This is an optimization exercise on Yosys and OpenROAD, whose aim is small area, a short achievable clock period and few clock cycles per item, not a production implementation.
Function was checked by simulation only, so behaviour that the tests miss may differ from the original.
Power and IR drop assume default switching activity.

==> wip/garnet <==
==> flow/design.v (excerpt) <==
module new_host_presence_table_core
(
  input  logic clk,
  input  logic rst_n,
  input  logic in_valid,
  output logic in_ready,
  input  logic [48:0] in_data,
  output logic out_valid,
  input  logic out_ready,
  output logic [8:0]  out_data
);
  localparam int OUTST = 3;    
  hpt_pkg::in_t req;
  assign req = hpt_pkg::in_t'(in_data);
  logic rst_q;
  always_ff @(posedge clk) begin
    rst_q <= rst_n;
  end
  logic                      in_ready_r;
  logic                      s1_v, s1_cmd;
  logic [hpt_pkg::MAC_W-1:0] s1_mac;
  logic                      acc;
  assign acc    = in_valid && in_ready_r;
  assign s1_v   = acc;
  assign s1_cmd = req.cmd;
  assign s1_mac = req.mac;
  logic [hpt_pkg::TABLE_DEPTH-1:0] cam_match;
  logic [hpt_pkg::RINGS-1:0]       cam_ins;
  logic [hpt_pkg::MAC_W-1:0]       cam_ins_data;
  logic                            pend_room;
  logic                            res_v;
  hpt_pkg::out_t                   res;
  hpt_ram #(
    .R (hpt_pkg::RINGS),
    .L (hpt_pkg::RING_LEN),
    .W (hpt_pkg::MAC_W)
  ) u_cam (
    .clk      (clk),
    .ins      (cam_ins),
    .ins_data (cam_ins_data),
    .key      (s1_mac),
    .match    (cam_match)
  );
  hpt_ctrl u_ctrl (
    .clk         (clk),
    .rst_n       (rst_n),
    .tbl_rst     (!rst_q),
    .acc         (acc),
    .acc_cmd     (req.cmd),
    .s1_v        (s1_v),
    .s1_cmd      (s1_cmd),
    .s1_mac      (s1_mac),
    .cam_match   (cam_match),
    .cam_ins      (cam_ins),
    .cam_ins_data (cam_ins_data),
    .pend_room   (pend_room),
    .res_v       (res_v),
    .res         (res)
  );
  logic          hv;
  hpt_pkg::out_t hd;
  logic [3:0][8:0] tq;
  logic [1:0]    rd_r, wr_r;
  logic [2:0]    tt_r;       
  logic [3:0]    ct_r;       
  logic          pop, head_free, tail_empty, to_tail, deq, up, dn;
  logic [3:0]    ct_n;
  assign pop        = hv && out_ready;
  assign head_free  = !hv || out_ready;
  assign tail_empty = !tt_r[0];
  assign to_tail    = res_v && !(head_free && tail_empty);
  assign deq        = head_free && !tail_empty;
  assign up         = acc && !pop;
  ...
make LEC_CHECK=0 CAP_MARGIN=20 CORE_MARGIN=2 CORE_UTILIZATION=50 CTS_CLUSTER_DIAMETER=100 CTS_CLUSTER_SIZE=25 SETUP_SLACK_MARGIN=2.4 SLEW_MARGIN=20 SYNTH_MEMORY_MAX_BITS=4096 finish   # period 5.0 ns
run.sh (not shown) runs the stock make flow with config.mk's settings and CLKGATE_MAP_FILE= SYNTH_SCRIPT=/design/flow/synth_recipe.tcl, a recipe that flattens the netlist after the stock synthesis.
==> inputs of wip/raven, as changes to wip/garnet <==
--- a/flow/design.v
+++ b/flow/design.v
@@ -48,15 +48,15 @@
 module hpt_ctrl
 (
   input  logic                            clk,
   input  logic                            rst_n,     
   input  logic                            tbl_rst,   
   input  logic                            acc,       
   input  logic                            acc_cmd,   
-  input  logic                            s1_v,      
+  input  logic                            s1_v,
   input  logic                            s1_cmd,
   input  logic [hpt_pkg::MAC_W-1:0]       s1_mac,
   input  logic [hpt_pkg::TABLE_DEPTH-1:0] cam_match,
   output logic [hpt_pkg::RINGS-1:0]       cam_ins,
   output logic [hpt_pkg::MAC_W-1:0]       cam_ins_data,
   output logic                            pend_room,  
   output logic                            res_v,
@@ -198,26 +198,29 @@
     for (int c = 0; c <= P; c++) begin
       if (pcnt_r == 3'(c) && nvalid_r >= hpt_pkg::RCNT_W'(D-P+c)) begin
         ring_ok = 1'b1;
       end
     end
   end
   assign ring_full = ring_ok_q && !swp_q && !swp &&
+                     !(s1_v && s1_cmd == hpt_pkg::CMD_SWEEP) &&
                      !(acc && acc_cmd == hpt_pkg::CMD_SWEEP);
-  logic [P+1:0] th0, th2, th3;
+  logic [P+1:0] th0, th1, th2, th3;
   always_comb begin
     th0 = '0;
     th0[0] = 1'b1;
     for (int i = 0; i < P; i++) begin
       for (int j = P+1; j > 0; j--) begin
         th0[j] = th0[j] | (th0[j-1] & pv_r[i]);
       end
     end
-    th2 = th0;
-    for (int j = P+1; j > 0; j--) th2[j] = th0[j] | (th0[j-1] & ins);
+    th1 = th0;
+    for (int j = P+1; j > 0; j--) th1[j] = th0[j] | (th0[j-1] & s1_v);
+    th2 = th1;
+    for (int j = P+1; j > 0; j--) th2[j] = th1[j] | (th1[j-1] & ins);
     th3 = th2;
     for (int j = P+1; j > 0; j--) th3[j] = th2[j] | (th2[j-1] & acc);
   end
   assign pend_room = tbl_rst || ring_full ||
                      !(any_mv ? th3[P+1] : th3[P]);   
   logic [hpt_pkg::RCNT_W-1:0] nseen_n, nunseen_n;
   logic                       full_n;
@@ -286,29 +289,35 @@
   input  logic in_valid,
   output logic in_ready,
   input  logic [48:0] in_data,
   output logic out_valid,
   input  logic out_ready,
   output logic [8:0]  out_data
 );
-  localparam int OUTST = 3;    
+  localparam int OUTST = 4;    
   hpt_pkg::in_t req;
   assign req = hpt_pkg::in_t'(in_data);
   logic rst_q;
   always_ff @(posedge clk) begin
     rst_q <= rst_n;
   end
   logic                      in_ready_r;
   logic                      s1_v, s1_cmd;
   logic [hpt_pkg::MAC_W-1:0] s1_mac;
   logic                      acc;
-  assign acc    = in_valid && in_ready_r;
-  assign s1_v   = acc;
-  assign s1_cmd = req.cmd;
-  assign s1_mac = req.mac;
+  assign acc = in_valid && in_ready_r;
+  always_ff @(posedge clk) begin
+    if (!rst_n) begin
+      s1_v <= 1'b0;
+    end else begin
+      s1_v <= acc;
+    end
+    s1_cmd <= req.cmd;
+    s1_mac <= req.mac;
+  end
   logic [hpt_pkg::TABLE_DEPTH-1:0] cam_match;
   logic [hpt_pkg::RINGS-1:0]       cam_ins;
   logic [hpt_pkg::MAC_W-1:0]       cam_ins_data;
   logic                            pend_room;
   logic                            res_v;
   hpt_pkg::out_t                   res;
   hpt_ram #(
Settings changed: CTS_CLUSTER_DIAMETER 100 to unset, CTS_CLUSTER_SIZE 25 to unset.
==> qor summary <==
quantity	wip/raven	wip/garnet
Status	timing/DRC/antenna clean	timing/DRC/antenna clean
Insertion delay of the later-clocked pin in the worst-skew pair	1.01 ns	0.90 ns
Cells after synthesis	10300	10200
Layout cells sized above 1	14.0%	7.51%
Worst clock skew	0.0775 ns	0.0325 ns
Number of placed instances with taps included	13300	13100
#FFs+latches synth	3657	3607
Area of the multi-input gates	0.0463 mm²	0.0458 mm²
Number of gates given a new drive strength after cts	183	162
Met3 Usage GRT	12.1%	8.30%
Placer congestion estimate	0.995	1.01
Fraction of post-synthesis cell area in the top cell type by area	55.9%	55.6%
Post-route total power	64.7 mW	50.6 mW
Max-slew headroom at the worst pin	29.2%	29.9%
Startpoint of the worst hold path	u_cam.pos[2729]	u_cam.pos[152]
Min setup slack post-route	2.25 ns	2.30 ns
Logic power comb	4.45 mW	4.35 mW
Crit Reg-Reg Endpoint	u_ctrl.m2[33]	u_cam.pos[810]
Fraction of power consumed by sequential logic	47.9%	60.8%
DRT Wirelength	565000 µm	511000 µm
Clk cell area share	8.67%	3.38%
Fin area	0.147 mm²	0.133 mm²
Post-synthesis adder-cell area fraction	0.170%	0.171%
Syn Nets	10300	10300
Antenna Diode Count	56	20
Global-route track usage on met1	55.6%	53.4%
Maximum number of pins on one net before global-route repair	99	100
Testbench counts of wip/garnet, summed over its fixed seeds: cycles 3,538, requests 3,486.
Testbench counts of wip/raven, summed over its fixed seeds: cycles 3,588, requests 3,486.


==> 11-12 <==
==> flow/design.v <==
package hpt_pkg;
  localparam int TABLE_DEPTH = 64;
  localparam int IDX_W       = $clog2(TABLE_DEPTH);
  localparam int CNT_W       = IDX_W + 1;
  localparam int MAC_W       = 48;
  localparam int RCNT_W      = 7;
  localparam int RINGS       = 8;                   
  localparam int RING_LEN    = TABLE_DEPTH / RINGS;  
  localparam int PEND        = 4;                   
  localparam logic CMD_REPORT = 1'b0;
  localparam logic CMD_SWEEP  = 1'b1;
  typedef struct packed {
    logic             cmd;
    logic [MAC_W-1:0] mac;
  } in_t;
  typedef struct packed {
    logic              is_new;
    logic              table_full;
    logic [RCNT_W-1:0] removed_count;
  } out_t;
endpackage
module hpt_ram #(
  parameter int R = 8,
  parameter int L = 8,
  parameter int W = 48
) (
  input  logic             clk,
  input  logic [R-1:0]     ins,
  input  logic [W-1:0]     ins_data,
  input  logic [W-1:0]     key,
  output logic [R*L-1:0]   match
);
  logic [R*L-1:0][W-1:0] pos;
  always_ff @(posedge clk) begin
    for (int r = 0; r < R; r++) begin
      pos[r*L] <= ins[r] ? ins_data : pos[r*L+L-1];
      for (int k = 1; k < L; k++) begin
        pos[r*L+k] <= pos[r*L+k-1];
      end
    end
  end
  always_comb begin
    for (int e = 0; e < R*L; e++) begin
      match[e] = (pos[e] == key);
    end
  end
endmodule
module hpt_ctrl
(
  input  logic                            clk,
  input  logic                            rst_n,     
  input  logic                            tbl_rst,   
  input  logic                            acc,       
  input  logic                            acc_cmd,   
  input  logic                            s1_v,      
  input  logic                            s1_cmd,
  input  logic [hpt_pkg::MAC_W-1:0]       s1_mac,
  input  logic [hpt_pkg::TABLE_DEPTH-1:0] cam_match,
  output logic [hpt_pkg::RINGS-1:0]       cam_ins,
  output logic [hpt_pkg::MAC_W-1:0]       cam_ins_data,
  output logic                            pend_room,  
  output logic                            res_v,
  output hpt_pkg::out_t                   res
);
  localparam int D = hpt_pkg::TABLE_DEPTH;
  localparam int R = hpt_pkg::RINGS;
  localparam int L = hpt_pkg::RING_LEN;
  localparam int P = hpt_pkg::PEND;
  localparam int W = hpt_pkg::MAC_W;
  logic                       s2_v, s2_cmd;
  logic [W-1:0]               s2_mac;
  logic [D-1:0]               m2;         
  logic [P-1:0]               m2p;        
  logic [D-1:0]               v_r, s_r;
  logic [P-1:0]               pv_r, ps_r, pfree_r;
  logic [P-1:0][W-1:0]        pmac;
  logic [hpt_pkg::RCNT_W-1:0] nseen_r, nunseen_r;
  logic                       full_r;
  logic                       eq_r, ins_q;
  logic [R-1:0] hole, mv;
  logic [P-1:0] psel;
  logic         any_mv;
  logic [W-1:0] mv_mac;
  always_comb begin
    for (int r = 0; r < R; r++) begin
      hole[r] = !v_r[r*L+L-1];
    end
    mv = hole;
    for (int s = 1; s < R; s++) begin
      mv = mv & ~(hole << s);
    end
    if (pv_r == '0) begin
      mv = '0;
    end
    psel = pv_r;
    for (int s = 1; s < P; s++) begin
      psel = psel & ~(pv_r << s);
    end
    mv_mac = '0;
    for (int i = 0; i < P; i++) begin
      mv_mac = mv_mac | ({W{psel[i]}} & pmac[i]);
    end
  end
  assign any_mv       = |mv;
  assign cam_ins      = mv;
  assign cam_ins_data = mv_mac;
  logic         eq, m1p_sel;
  logic         hit, hit_unseen, ins;
  logic [P-1:0] m1p;
  logic [D-1:0] m1;
  assign eq = (s1_mac == s2_mac);
  always_comb begin
    for (int i = 0; i < P; i++) begin
      m1p[i] = !pfree_r[i] && (pmac[i] == s1_mac);
    end
    m1p_sel = |(psel & m1p);
    for (int r = 0; r < R; r++) begin
      m1[r*L] = mv[r] ? m1p_sel : cam_match[r*L+L-1];
      for (int k = 1; k < L; k++) begin
        m1[r*L+k] = cam_match[r*L+k-1];
      end
    end
  end
  always_ff @(posedge clk) begin
    if (!rst_n) begin
      s2_v <= 1'b0;
    end else begin
      s2_v <= s1_v;
    end
    s2_cmd <= s1_cmd;
    s2_mac <= s1_mac;
    m2     <= m1;
    m2p    <= m1p;
    eq_r   <= eq;
    ins_q  <= ins;
  end
  always_ff @(posedge clk) begin
    for (int i = 0; i < P; i++) begin
      if (pfree_r[i]) begin
        pmac[i] <= s2_mac;
      end
    end
  end
  logic         rep, swp;
  logic [D-1:0] hit_r;
  logic [P-1:0] hit_p;
  assign rep        = s2_v && (s2_cmd == hpt_pkg::CMD_REPORT);
  assign swp        = s2_v && (s2_cmd == hpt_pkg::CMD_SWEEP);
  assign hit_r      = m2 & v_r;
  assign hit_p      = m2p & pv_r;
  assign hit        = (|hit_r) || (|hit_p) || (eq_r && ins_q);
  assign hit_unseen = (|(hit_r & ~s_r)) || (|(hit_p & ~ps_r));
  assign ins        = rep && !hit && !full_r;
  logic [D-1:0] vu, su;
  logic [P-1:0] pvu, psu, pvk;
  logic         mv_v, mv_s;
  always_comb begin
    if (swp) begin
      vu  = v_r & s_r;
      su  = '0;
      pvk = pv_r & ps_r;
      psu = '0;
    end else begin
      vu  = v_r;
      su  = rep ? (s_r | m2) : s_r;
      pvk = pv_r;
      psu = rep ? (ps_r | m2p | pfree_r) : ps_r;
    end
    pvu  = pvk | (ins ? pfree_r : '0);
    mv_v = |(psel & pvk);
    mv_s = |(psel & psu);
  end
  logic [D-1:0] v_n, s_n;
  logic [P-1:0] pv_n, pfree_n;
  always_comb begin
    for (int r = 0; r < R; r++) begin
      v_n[r*L] = mv[r] ? mv_v : vu[r*L+L-1];
      s_n[r*L] = mv[r] ? mv_s : su[r*L+L-1];
      for (int k = 1; k < L; k++) begin
        v_n[r*L+k] = vu[r*L+k-1];
        s_n[r*L+k] = su[r*L+k-1];
      end
    end
    pv_n    = pvu & ~(any_mv ? psel : '0);
    pfree_n = ~pv_n;
    for (int s = 1; s < P; s++) begin
      pfree_n = pfree_n & ~((~pv_n) << s);
    end
  end
  logic [2:0] pcnt_r;
  logic       ring_ok, ring_ok_q, swp_q, ring_full;
  always_comb begin
    pcnt_r = '0;
    for (int i = 0; i < P; i++) begin
      pcnt_r = pcnt_r + 3'(pv_r[i]);
    end
    ring_ok = 1'b0;
    for (int c = 0; c <= P; c++) begin
      if (pcnt_r == 3'(c) && nvalid_r >= hpt_pkg::RCNT_W'(D-P+c)) begin
        ring_ok = 1'b1;
      end
    end
  end
  assign ring_full = ring_ok_q && !swp_q && !swp &&
                     !(acc && acc_cmd == hpt_pkg::CMD_SWEEP);
  logic [P+1:0] th0, th2, th3;
  always_comb begin
    th0 = '0;
    th0[0] = 1'b1;
    for (int i = 0; i < P; i++) begin
      for (int j = P+1; j > 0; j--) begin
        th0[j] = th0[j] | (th0[j-1] & pv_r[i]);
      end
    end
    th2 = th0;
    for (int j = P+1; j > 0; j--) th2[j] = th0[j] | (th0[j-1] & ins);
    th3 = th2;
    for (int j = P+1; j > 0; j--) th3[j] = th2[j] | (th2[j-1] & acc);
  end
  assign pend_room = tbl_rst || ring_full ||
                     !(any_mv ? th3[P+1] : th3[P]);   
  logic [hpt_pkg::RCNT_W-1:0] nseen_n, nunseen_n;
  logic                       full_n;
  logic [hpt_pkg::RCNT_W-1:0] nvalid_r, nvalid_n;
  logic                       one_left;
  assign one_left = (nvalid_r == hpt_pkg::RCNT_W'(D-1));
  always_comb begin
    nseen_n   = nseen_r;
    nunseen_n = nunseen_r;
    full_n    = full_r;
    nvalid_n  = nvalid_r;
    res       = '0;
    if (swp) begin
      nseen_n   = '0;
      nunseen_n = nseen_r;
      nvalid_n  = nseen_r;
      full_n    = full_r && (nunseen_r == '0);
      res.removed_count = nunseen_r;
    end else if (rep) begin
      if (hit) begin
        if (hit_unseen) begin
          nseen_n   = nseen_r + 1'b1;
          nunseen_n = nunseen_r - 1'b1;
        end
      end else if (!full_r) begin
        nseen_n    = nseen_r + 1'b1;
        full_n     = one_left;
        nvalid_n   = nvalid_r + 1'b1;
        res.is_new = 1'b1;
      end else begin
        res.table_full = 1'b1;
      end
    end
  end
  always_ff @(posedge clk) begin
    if (tbl_rst) begin
      v_r       <= '0;
      pv_r      <= '0;
      pfree_r   <= P'(1);
      nseen_r   <= '0;
      nunseen_r <= '0;
      full_r    <= 1'b0;
      ring_ok_q <= 1'b0;
      swp_q     <= 1'b0;
      nvalid_r  <= '0;
    end else begin
      v_r       <= v_n;
      pv_r      <= pv_n;
      pfree_r   <= pfree_n;
      nseen_r   <= nseen_n;
      nunseen_r <= nunseen_n;
      full_r    <= full_n;
      ring_ok_q <= ring_ok;
      swp_q     <= swp;
      nvalid_r  <= nvalid_n;
    end
    s_r  <= s_n;
    ps_r <= psu;
  end
  assign res_v = s2_v;
endmodule
module new_host_presence_table_core
(
  input  logic clk,
  input  logic rst_n,
  input  logic in_valid,
  output logic in_ready,
  input  logic [48:0] in_data,
  output logic out_valid,
  input  logic out_ready,
  output logic [8:0]  out_data
);
  localparam int OUTST = 3;    
  hpt_pkg::in_t req;
  assign req = hpt_pkg::in_t'(in_data);
  logic rst_q;
  always_ff @(posedge clk) begin
    rst_q <= rst_n;
  end
  logic                      in_ready_r;
  logic                      s1_v, s1_cmd;
  logic [hpt_pkg::MAC_W-1:0] s1_mac;
  logic                      acc;
  assign acc    = in_valid && in_ready_r;
  assign s1_v   = acc;
  assign s1_cmd = req.cmd;
  assign s1_mac = req.mac;
  logic [hpt_pkg::TABLE_DEPTH-1:0] cam_match;
  logic [hpt_pkg::RINGS-1:0]       cam_ins;
  logic [hpt_pkg::MAC_W-1:0]       cam_ins_data;
  logic                            pend_room;
  logic                            res_v;
  hpt_pkg::out_t                   res;
  hpt_ram #(
    .R (hpt_pkg::RINGS),
    .L (hpt_pkg::RING_LEN),
    .W (hpt_pkg::MAC_W)
  ) u_cam (
    .clk      (clk),
    .ins      (cam_ins),
    .ins_data (cam_ins_data),
    .key      (s1_mac),
    .match    (cam_match)
  );
  hpt_ctrl u_ctrl (
    .clk         (clk),
    .rst_n       (rst_n),
    .tbl_rst     (!rst_q),
    .acc         (acc),
    .acc_cmd     (req.cmd),
    .s1_v        (s1_v),
    .s1_cmd      (s1_cmd),
    .s1_mac      (s1_mac),
    .cam_match   (cam_match),
    .cam_ins      (cam_ins),
    .cam_ins_data (cam_ins_data),
    .pend_room   (pend_room),
    .res_v       (res_v),
    .res         (res)
  );
  logic          hv;
  hpt_pkg::out_t hd;
  logic [1:0][8:0] tq;
  logic          rd_r, wr_r;
  logic [1:0]    tt_r;       
  logic [2:0]    ct_r;       
  logic          pop, head_free, tail_empty, to_tail, deq, up, dn;
  logic [2:0]    ct_n;
  assign pop        = hv && out_ready;
  assign head_free  = !hv || out_ready;
  assign tail_empty = !tt_r[0];
  assign to_tail    = res_v && !(head_free && tail_empty);
  assign deq        = head_free && !tail_empty;
  assign up         = acc && !pop;
  assign dn         = pop && !acc;
  always_comb begin
    for (int i = 0; i < OUTST; i++) begin
      ct_n[i] = up ? ((i == 0) ? 1'b1 : ct_r[i-1])
              : dn ? ((i == OUTST-1) ? 1'b0 : ct_r[i+1])
              : ct_r[i];
    end
  end
  always_ff @(posedge clk) begin
    if (res_v) begin
      tq[wr_r] <= res;
    end
  end
  always_ff @(posedge clk) begin
    if (!rst_n) begin
      hv         <= 1'b0;
      rd_r       <= '0;
      wr_r       <= '0;
      tt_r       <= '0;
      ct_r       <= '0;
      in_ready_r <= 1'b1;
    end else begin
      if (head_free) begin
        hv <= deq || res_v;
      end
      if (deq) begin
        rd_r <= !rd_r;
      end
      if (to_tail) begin
        wr_r <= !wr_r;
      end
      if (to_tail && !deq) begin
        tt_r <= {tt_r[0], 1'b1};
      end else if (deq && !to_tail) begin
        tt_r <= {1'b0, tt_r[1]};
      end
      ct_r       <= ct_n;
      in_ready_r <= !ct_n[OUTST-1] && pend_room;
    end
  end
  always_ff @(posedge clk) begin
    if (head_free) begin
      if (!tail_empty) begin
        hd <= tq[rd_r];
      end else begin
        hd <= res;
      end
    end
  end
  assign in_ready  = in_ready_r;
  assign out_valid = hv;
  assign out_data  = hd;
endmodule
==> flow/run.sh <==
#!/bin/bash
# synth_recipe.tcl (not shown) runs the flow's synth.tcl, then flattens the netlist and writes it again
# the make line also repeats each setting of config.mk as NAME=value (left out here)
make -C /OpenROAD-flow-scripts/flow DESIGN_CONFIG=/design/flow/config.mk WORK_HOME=/design/flow/orfs CLKGATE_MAP_FILE= SYNTH_SCRIPT=/design/flow/synth_recipe.tcl finish
==> flow/config.mk <==
export PLATFORM = sky130hd
export DESIGN_NAME = new_host_presence_table_core
export DESIGN_NICKNAME = new_host_presence_table_core
export VERILOG_FILES = /design/flow/design.v
export SDC_FILE = /design/flow/constraint.sdc
export NUM_CORES = 4
export LEC_CHECK = 0
export CAP_MARGIN = 20
export CORE_MARGIN = 2
export CORE_UTILIZATION = 60
export CTS_CLUSTER_DIAMETER = 100
export CTS_CLUSTER_SIZE = 25
export SETUP_SLACK_MARGIN = 2.4
export SLEW_MARGIN = 20
export SYNTH_MEMORY_MAX_BITS = 4096
==> flow/constraint.sdc <==
create_clock -name core_clock -period 5.0 [get_ports {clk}]
set_input_delay 1.0000 -clock core_clock [delete_from_list [all_inputs] [get_ports {clk}]]
set_output_delay 1.0000 -clock core_clock [all_outputs]
set_load 0.01 [all_outputs]
==> 02-11 (differences from 11-12) <==
--- a/flow/design.v
+++ b/flow/design.v
@@ -5,6 +5,7 @@
   localparam int MAC_W       = 48;
   localparam int RCNT_W      = 7;
-  localparam int RINGS       = 8;                   
-  localparam int RING_LEN    = TABLE_DEPTH / RINGS;  
+  localparam int RINGS       = 10;                  
+  localparam int RING_LEN    = 6;                   
+  localparam int RING_N      = RINGS * RING_LEN;    
   localparam int PEND        = 4;                   
   localparam logic CMD_REPORT = 1'b0;
@@ -56,5 +57,5 @@
   input  logic                            s1_cmd,
   input  logic [hpt_pkg::MAC_W-1:0]       s1_mac,
-  input  logic [hpt_pkg::TABLE_DEPTH-1:0] cam_match,
+  input  logic [hpt_pkg::RING_N-1:0]      cam_match,
   output logic [hpt_pkg::RINGS-1:0]       cam_ins,
   output logic [hpt_pkg::MAC_W-1:0]       cam_ins_data,
@@ -66,11 +67,12 @@
   localparam int R = hpt_pkg::RINGS;
   localparam int L = hpt_pkg::RING_LEN;
+  localparam int N = hpt_pkg::RING_N;
   localparam int P = hpt_pkg::PEND;
   localparam int W = hpt_pkg::MAC_W;
-  logic                       s2_v, s2_cmd;
+  logic                       s2_v;
   logic [W-1:0]               s2_mac;
-  logic [D-1:0]               m2;         
+  logic [N-1:0]               m2;         
   logic [P-1:0]               m2p;        
-  logic [D-1:0]               v_r, s_r;
+  logic [N-1:0]               v_r, s_r;
   logic [P-1:0]               pv_r, ps_r, pfree_r;
   logic [P-1:0][W-1:0]        pmac;
@@ -78,23 +80,31 @@
   logic                       full_r;
   logic                       eq_r, ins_q;
-  logic [R-1:0] hole, mv;
-  logic [P-1:0] psel;
+  logic                       s2_rep, s2_swp;
+  logic [P-1:0]               pselq_r;
+  logic         hit, hit_unseen, ins;
+  logic [N-1:0] vu, su;
+  logic [P-1:0] pvu, psu, pvk;
+  logic [R-1:0] hole_nx, hole_lo, mv_nx, mvq_r, mv;
+  logic [P-1:0] pv_kp, pkp_lo, psel_nx, psel;
   logic         any_mv;
   logic [W-1:0] mv_mac;
+  assign psel   = pselq_r;
+  assign mv     = (|(pselq_r & pv_r)) ? mvq_r : '0;
+  assign any_mv = |mv;
   always_comb begin
     for (int r = 0; r < R; r++) begin
-      hole[r] = !v_r[r*L+L-1];
+      hole_nx[r] = !vu[r*L+L-2];
     end
-    mv = hole;
+    hole_lo = hole_nx;
     for (int s = 1; s < R; s++) begin
-      mv = mv & ~(hole << s);
-    end
-    if (pv_r == '0) begin
-      mv = '0;
+      hole_lo = hole_lo & ~(hole_nx << s);
     end
-    psel = pv_r;
+    pv_kp  = pvk & ~(any_mv ? psel : '0);
+    pkp_lo = pv_kp;
     for (int s = 1; s < P; s++) begin
-      psel = psel & ~(pv_r << s);
+      pkp_lo = pkp_lo & ~(pv_kp << s);
     end
+    psel_nx = (pv_kp != '0) ? pkp_lo : (ins ? pfree_r : '0);
+    mv_nx   = ((pv_kp != '0) || ins) ? hole_lo : '0;
     mv_mac = '0;
     for (int i = 0; i < P; i++) begin
@@ -102,11 +112,9 @@
     end
   end
-  assign any_mv       = |mv;
   assign cam_ins      = mv;
   assign cam_ins_data = mv_mac;
   logic         eq, m1p_sel;
-  logic         hit, hit_unseen, ins;
   logic [P-1:0] m1p;
-  logic [D-1:0] m1;
+  logic [N-1:0] m1;
   assign eq = (s1_mac == s2_mac);
   always_comb begin
@@ -124,9 +132,12 @@
   always_ff @(posedge clk) begin
     if (!rst_n) begin
-      s2_v <= 1'b0;
+      s2_v   <= 1'b0;
+      s2_rep <= 1'b0;
+      s2_swp <= 1'b0;
     end else begin
-      s2_v <= s1_v;
+      s2_v   <= s1_v;
+      s2_rep <= s1_v && (s1_cmd == hpt_pkg::CMD_REPORT);
+      s2_swp <= s1_v && (s1_cmd == hpt_pkg::CMD_SWEEP);
     end
-    s2_cmd <= s1_cmd;
     s2_mac <= s1_mac;
     m2     <= m1;
@@ -143,8 +154,8 @@
   end
   logic         rep, swp;
-  logic [D-1:0] hit_r;
+  logic [N-1:0] hit_r;
   logic [P-1:0] hit_p;
-  assign rep        = s2_v && (s2_cmd == hpt_pkg::CMD_REPORT);
-  assign swp        = s2_v && (s2_cmd == hpt_pkg::CMD_SWEEP);
+  assign rep        = s2_rep;
+  assign swp        = s2_swp;
   assign hit_r      = m2 & v_r;
   assign hit_p      = m2p & pv_r;
@@ -152,6 +163,4 @@
   assign hit_unseen = (|(hit_r & ~s_r)) || (|(hit_p & ~ps_r));
   assign ins        = rep && !hit && !full_r;
-  logic [D-1:0] vu, su;
-  logic [P-1:0] pvu, psu, pvk;
   logic         mv_v, mv_s;
   always_comb begin
@@ -171,5 +180,5 @@
     mv_s = |(psel & psu);
   end
-  logic [D-1:0] v_n, s_n;
+  logic [N-1:0] v_n, s_n;
   logic [P-1:0] pv_n, pfree_n;
   always_comb begin
@@ -262,4 +271,6 @@
       full_r    <= 1'b0;
       ring_ok_q <= 1'b0;
+      mvq_r     <= '0;
+      pselq_r   <= '0;
       swp_q     <= 1'b0;
       nvalid_r  <= '0;
@@ -272,4 +283,6 @@
       full_r    <= full_n;
       ring_ok_q <= ring_ok;
+      mvq_r     <= mv_nx;
+      pselq_r   <= psel_nx;
       swp_q     <= swp;
       nvalid_r  <= nvalid_n;
@@ -306,5 +319,5 @@
   assign s1_cmd = req.cmd;
   assign s1_mac = req.mac;
-  logic [hpt_pkg::TABLE_DEPTH-1:0] cam_match;
+  logic [hpt_pkg::RING_N-1:0]      cam_match;
   logic [hpt_pkg::RINGS-1:0]       cam_ins;
   logic [hpt_pkg::MAC_W-1:0]       cam_ins_data;
CORE_UTILIZATION = 50   (was 60)
SETUP_SLACK_MARGIN = 2.6   (was 2.4)
==> 12-04 (differences from 11-12) <==
--- a/flow/design.v
+++ b/flow/design.v
@@ -5,7 +5,9 @@
   localparam int MAC_W       = 48;
   localparam int RCNT_W      = 7;
-  localparam int RINGS       = 8;                   
-  localparam int RING_LEN    = TABLE_DEPTH / RINGS;  
+  localparam int RINGS       = 10;                  
+  localparam int RING_LEN    = 6;                   
+  localparam int RING_N      = RINGS * RING_LEN;    
   localparam int PEND        = 4;                   
+  localparam int CHUNKS      = 3;                   
   localparam logic CMD_REPORT = 1'b0;
   localparam logic CMD_SWEEP  = 1'b1;
@@ -23,5 +25,6 @@
   parameter int R = 8,
   parameter int L = 8,
-  parameter int W = 48
+  parameter int W = 48,
+  parameter int C = 3        
 ) (
   input  logic             clk,
@@ -29,5 +32,5 @@
   input  logic [W-1:0]     ins_data,
   input  logic [W-1:0]     key,
-  output logic [R*L-1:0]   match
+  output logic [C-1:0][R*L-1:0] match
 );
   logic [R*L-1:0][W-1:0] pos;
@@ -41,6 +44,8 @@
   end
   always_comb begin
-    for (int e = 0; e < R*L; e++) begin
-      match[e] = (pos[e] == key);
+    for (int c = 0; c < C; c++) begin
+      for (int e = 0; e < R*L; e++) begin
+        match[c][e] = (pos[e][c*(W/C) +: W/C] == key[c*(W/C) +: W/C]);
+      end
     end
   end
@@ -56,5 +61,5 @@
   input  logic                            s1_cmd,
   input  logic [hpt_pkg::MAC_W-1:0]       s1_mac,
-  input  logic [hpt_pkg::TABLE_DEPTH-1:0] cam_match,
+  input  logic [hpt_pkg::CHUNKS-1:0][hpt_pkg::RING_N-1:0] cam_match,
   output logic [hpt_pkg::RINGS-1:0]       cam_ins,
   output logic [hpt_pkg::MAC_W-1:0]       cam_ins_data,
@@ -66,57 +71,71 @@
   localparam int R = hpt_pkg::RINGS;
   localparam int L = hpt_pkg::RING_LEN;
+  localparam int N = hpt_pkg::RING_N;
+  localparam int C = hpt_pkg::CHUNKS;
+  localparam int B = hpt_pkg::MAC_W / C;
   localparam int P = hpt_pkg::PEND;
   localparam int W = hpt_pkg::MAC_W;
-  logic                       s2_v, s2_cmd;
+  logic                       s2_v;
   logic [W-1:0]               s2_mac;
-  logic [D-1:0]               m2;         
-  logic [P-1:0]               m2p;        
-  logic [D-1:0]               v_r, s_r;
+  logic [C-1:0][N-1:0]        m2c;        
+  logic [N-1:0]               m2;
+  logic [C-1:0][P-1:0]        m2pc;       
+  logic [P-1:0]               m2p;
+  logic [N-1:0]               v_r, s_r;
   logic [P-1:0]               pv_r, ps_r, pfree_r;
   logic [P-1:0][W-1:0]        pmac;
   logic [hpt_pkg::RCNT_W-1:0] nseen_r, nunseen_r;
   logic                       full_r;
-  logic                       eq_r, ins_q;
-  logic [R-1:0] hole, mv;
-  logic [P-1:0] psel;
+  logic [C-1:0]               eq_r;
+  logic                       ins_q;
+  logic                       s2_rep, s2_swp;
+  logic [P-1:0]               pselq_r;
+  logic         hit, hit_unseen, ins;
+  logic [N-1:0] vu, su;
+  logic [P-1:0] pvu, psu, pvk;
+  logic [R-1:0] hole_nx, hole_lo, mv_nx, mvq_r, mv;
+  logic [P-1:0] pv_kp, pkp_lo, psel_nx, psel;
   logic         any_mv;
-  logic [W-1:0] mv_mac;
+  logic [W-1:0] mv_mac, mv_mac_nx;
+  assign psel   = pselq_r;
+  assign mv     = (|(pselq_r & pv_r)) ? mvq_r : '0;
+  assign any_mv = |mv;
   always_comb begin
     for (int r = 0; r < R; r++) begin
-      hole[r] = !v_r[r*L+L-1];
+      hole_nx[r] = !vu[r*L+L-2];
     end
-    mv = hole;
+    hole_lo = hole_nx;
     for (int s = 1; s < R; s++) begin
-      mv = mv & ~(hole << s);
-    end
-    if (pv_r == '0) begin
-      mv = '0;
+      hole_lo = hole_lo & ~(hole_nx << s);
     end
-    psel = pv_r;
+    pv_kp  = pvk & ~(any_mv ? psel : '0);
+    pkp_lo = pv_kp;
     for (int s = 1; s < P; s++) begin
-      psel = psel & ~(pv_r << s);
+      pkp_lo = pkp_lo & ~(pv_kp << s);
     end
-    mv_mac = '0;
+    psel_nx = pkp_lo;
+    mv_nx   = (pv_kp != '0) ? hole_lo : '0;
+    mv_mac_nx = '0;
     for (int i = 0; i < P; i++) begin
-      mv_mac = mv_mac | ({W{psel[i]}} & pmac[i]);
+      mv_mac_nx = mv_mac_nx | ({W{pkp_lo[i]}} & pmac[i]);
     end
   end
-  assign any_mv       = |mv;
   assign cam_ins      = mv;
   assign cam_ins_data = mv_mac;
-  logic         eq, m1p_sel;
-  logic         hit, hit_unseen, ins;
-  logic [P-1:0] m1p;
-  logic [D-1:0] m1;
-  assign eq = (s1_mac == s2_mac);
+  logic [C-1:0]        eq, m1p_sel;
+  logic [C-1:0][P-1:0] m1p;
+  logic [C-1:0][N-1:0] m1;
   always_comb begin
-    for (int i = 0; i < P; i++) begin
-      m1p[i] = !pfree_r[i] && (pmac[i] == s1_mac);
-    end
-    m1p_sel = |(psel & m1p);
-    for (int r = 0; r < R; r++) begin
-      m1[r*L] = mv[r] ? m1p_sel : cam_match[r*L+L-1];
-      for (int k = 1; k < L; k++) begin
-        m1[r*L+k] = cam_match[r*L+k-1];
+    for (int c = 0; c < C; c++) begin
+      eq[c] = (s1_mac[c*B +: B] == s2_mac[c*B +: B]);
+      for (int i = 0; i < P; i++) begin
+        m1p[c][i] = !pfree_r[i] && (pmac[i][c*B +: B] == s1_mac[c*B +: B]);
+      end
+      m1p_sel[c] = (mv_mac[c*B +: B] == s1_mac[c*B +: B]);
+      for (int r = 0; r < R; r++) begin
+        m1[c][r*L] = mv[r] ? m1p_sel[c] : cam_match[c][r*L+L-1];
+        for (int k = 1; k < L; k++) begin
+          m1[c][r*L+k] = cam_match[c][r*L+k-1];
+        end
       end
     end
@@ -124,12 +143,16 @@
   always_ff @(posedge clk) begin
     if (!rst_n) begin
-      s2_v <= 1'b0;
+      s2_v   <= 1'b0;
+      s2_rep <= 1'b0;
+      s2_swp <= 1'b0;
     end else begin
-      s2_v <= s1_v;
+      s2_v   <= s1_v;
+      s2_rep <= s1_v && (s1_cmd == hpt_pkg::CMD_REPORT);
+      s2_swp <= s1_v && (s1_cmd == hpt_pkg::CMD_SWEEP);
     end
-    s2_cmd <= s1_cmd;
     s2_mac <= s1_mac;
-    m2     <= m1;
-    m2p    <= m1p;
+    mv_mac <= mv_mac_nx;
+    m2c    <= m1;
+    m2pc   <= m1p;
     eq_r   <= eq;
     ins_q  <= ins;
@@ -143,15 +166,21 @@
   end
   logic         rep, swp;
-  logic [D-1:0] hit_r;
+  logic [N-1:0] hit_r;
   logic [P-1:0] hit_p;
-  assign rep        = s2_v && (s2_cmd == hpt_pkg::CMD_REPORT);
-  assign swp        = s2_v && (s2_cmd == hpt_pkg::CMD_SWEEP);
+  assign rep        = s2_rep;
+  assign swp        = s2_swp;
+  always_comb begin
+    m2  = '1;
+    m2p = '1;
+    for (int c = 0; c < C; c++) begin
+      m2  = m2 & m2c[c];
+      m2p = m2p & m2pc[c];
+    end
+  end
   assign hit_r      = m2 & v_r;
   assign hit_p      = m2p & pv_r;
-  assign hit        = (|hit_r) || (|hit_p) || (eq_r && ins_q);
+  assign hit        = (|hit_r) || (|hit_p) || ((&eq_r) && ins_q);
   assign hit_unseen = (|(hit_r & ~s_r)) || (|(hit_p & ~ps_r));
   assign ins        = rep && !hit && !full_r;
-  logic [D-1:0] vu, su;
-  logic [P-1:0] pvu, psu, pvk;
   logic         mv_v, mv_s;
   always_comb begin
@@ -171,5 +200,5 @@
     mv_s = |(psel & psu);
   end
-  logic [D-1:0] v_n, s_n;
+  logic [N-1:0] v_n, s_n;
   logic [P-1:0] pv_n, pfree_n;
   always_comb begin
@@ -262,4 +291,6 @@
       full_r    <= 1'b0;
       ring_ok_q <= 1'b0;
+      mvq_r     <= '0;
+      pselq_r   <= '0;
       swp_q     <= 1'b0;
       nvalid_r  <= '0;
@@ -272,4 +303,6 @@
       full_r    <= full_n;
       ring_ok_q <= ring_ok;
+      mvq_r     <= mv_nx;
+      pselq_r   <= psel_nx;
       swp_q     <= swp;
       nvalid_r  <= nvalid_n;
@@ -306,5 +339,5 @@
   assign s1_cmd = req.cmd;
   assign s1_mac = req.mac;
-  logic [hpt_pkg::TABLE_DEPTH-1:0] cam_match;
+  logic [hpt_pkg::CHUNKS-1:0][hpt_pkg::RING_N-1:0] cam_match;
   logic [hpt_pkg::RINGS-1:0]       cam_ins;
   logic [hpt_pkg::MAC_W-1:0]       cam_ins_data;
@@ -315,5 +348,6 @@
     .R (hpt_pkg::RINGS),
     .L (hpt_pkg::RING_LEN),
-    .W (hpt_pkg::MAC_W)
+    .W (hpt_pkg::MAC_W),
+    .C (hpt_pkg::CHUNKS)
   ) u_cam (
     .clk      (clk),
CORE_UTILIZATION = 50   (was 60)
SETUP_SLACK_MARGIN = 2.6   (was 2.4)
==> run notes <==
                                                                                     02-11                           12-04                    11-12
Signal buffers                                                                         321                             398                      384
ClkCell Share                                                                        3.28%                           3.34%                    3.41%
Leak Pwr                                                                           50.3 nW                         44.1 nW                  53.9 nW
Antenna diode count                                                                    144                               6                       55
Count of different cell masters after synthesis                                         64                              63                       70
Worst min-delay path category                                                       in2reg                         reg2reg                  reg2reg
Buf+Inv Stages, Crit Path                                                                1                               0                        2
Average wire per cell in the routed design                                    35.8 microns                    27.7 microns             37.4 microns
Power per Cell Area                                                            358 nW/um^2                     357 nW/um^2              368 nW/um^2
Detailed-routed wire length on met2                                        204,000 microns                 163,000 microns          203,000 microns
Worst Hold Launch                                                               in_data[2]          u_cam.pos[925]$_DFF_P_  u_cam.pos[2908]$_DFF_P_
Total Nets Final                                                                     9,899                           9,816                   10,164
Start point of the critical path                                 u_ctrl.pmac[27]$_DFFE_PP_          u_ctrl.m2c[43]$_DFF_P_              in_data[43]
Clock skew                                                                       0.0493 ns                       0.0372 ns                0.0442 ns
Mux cell area share after synthesis                                                 0.106%                           4.56%                  0.0914%
Insertion delay of the later-clocked pin in the worst-skew pair                    0.89 ns                         0.88 ns                  0.89 ns
Met3 track demand over resource                                                      7.77%                           3.70%                    12.6%
Finished Layout Cells                                                               13,038                          12,986                   12,849
Data buffer area share                                                               2.72%                           2.71%                    3.11%
Number of sinks on the clock net                                                     3,396                           3,574                    3,585
Post-place instance area                                                     121,000 sq um                   126,000 sq um            126,000 sq um
End of the critical path                                             u_ctrl.m2[48]$_DFF_P_  u_ctrl.nseen_r[4]$_SDFFE_PP0P_    u_ctrl.m2[11]$_DFF_P_
Multi-input combinational gate total                                                 5,915                           5,549                    5,931
Clock buffer count                                                                     177                             198                      191
Post-route cell area                                                         127,000 sq um                   132,000 sq um            132,000 sq um
Outcome                                                           timing/DRC/antenna clean        timing/DRC/antenna clean  timing/DRC/antenna clean
Testbench counts of 11-12, summed over its fixed seeds: cycles 3,538, requests 3,486.
Testbench counts of 02-11, summed over its fixed seeds: cycles 3,582, requests 3,486.
Testbench counts of 12-04, summed over its fixed seeds: cycles 3,598, requests 3,486.

[afterwards: timing with drivers on the ports]
No port has a modelled driver above. Below, the same layouts with a new extraction and two added sets of constraints. Step 1 (the two cells are an assumption about what drives the block):
set clk [get_ports {clk}]
set_driving_cell -lib_cell sky130_fd_sc_hd__clkbuf_16 $clk
set_driving_cell -lib_cell sky130_fd_sc_hd__buf_2 [delete_from_list [all_inputs] $clk]
Step 2 times the ports against the registers' clock, not the clock port: input delays grow and output delays shrink by t, the midpoint of the rising clock arrivals with the driver on. Slacks: ideal / step 1 / step 2; pairs: ideal / step 1.
| run | t (ns) | setup WS [ns] | cell pins on the clock port's net |
|---|---|---|---|
| wip/garnet | 0.984 | 2.295 / 2.316 / 1.354 | 1 |
| wip/raven | 1.071 | 2.255 / 2.255 / 2.023 | 1 |
| 11-12 | 0.960 | 2.200 / 2.258 / 1.298 | 1 |
| 02-11 | 0.959 | 2.250 / 2.250 / 1.414 | 1 |
| 12-04 | 0.939 | 2.349 / 2.326 / 1.567 | 1 |
After both steps every run listed still meets setup and hold. For wip/garnet, which loses most, drivers alone change the setup slack by +0.021 ns; drivers and shift together by -0.941 ns.
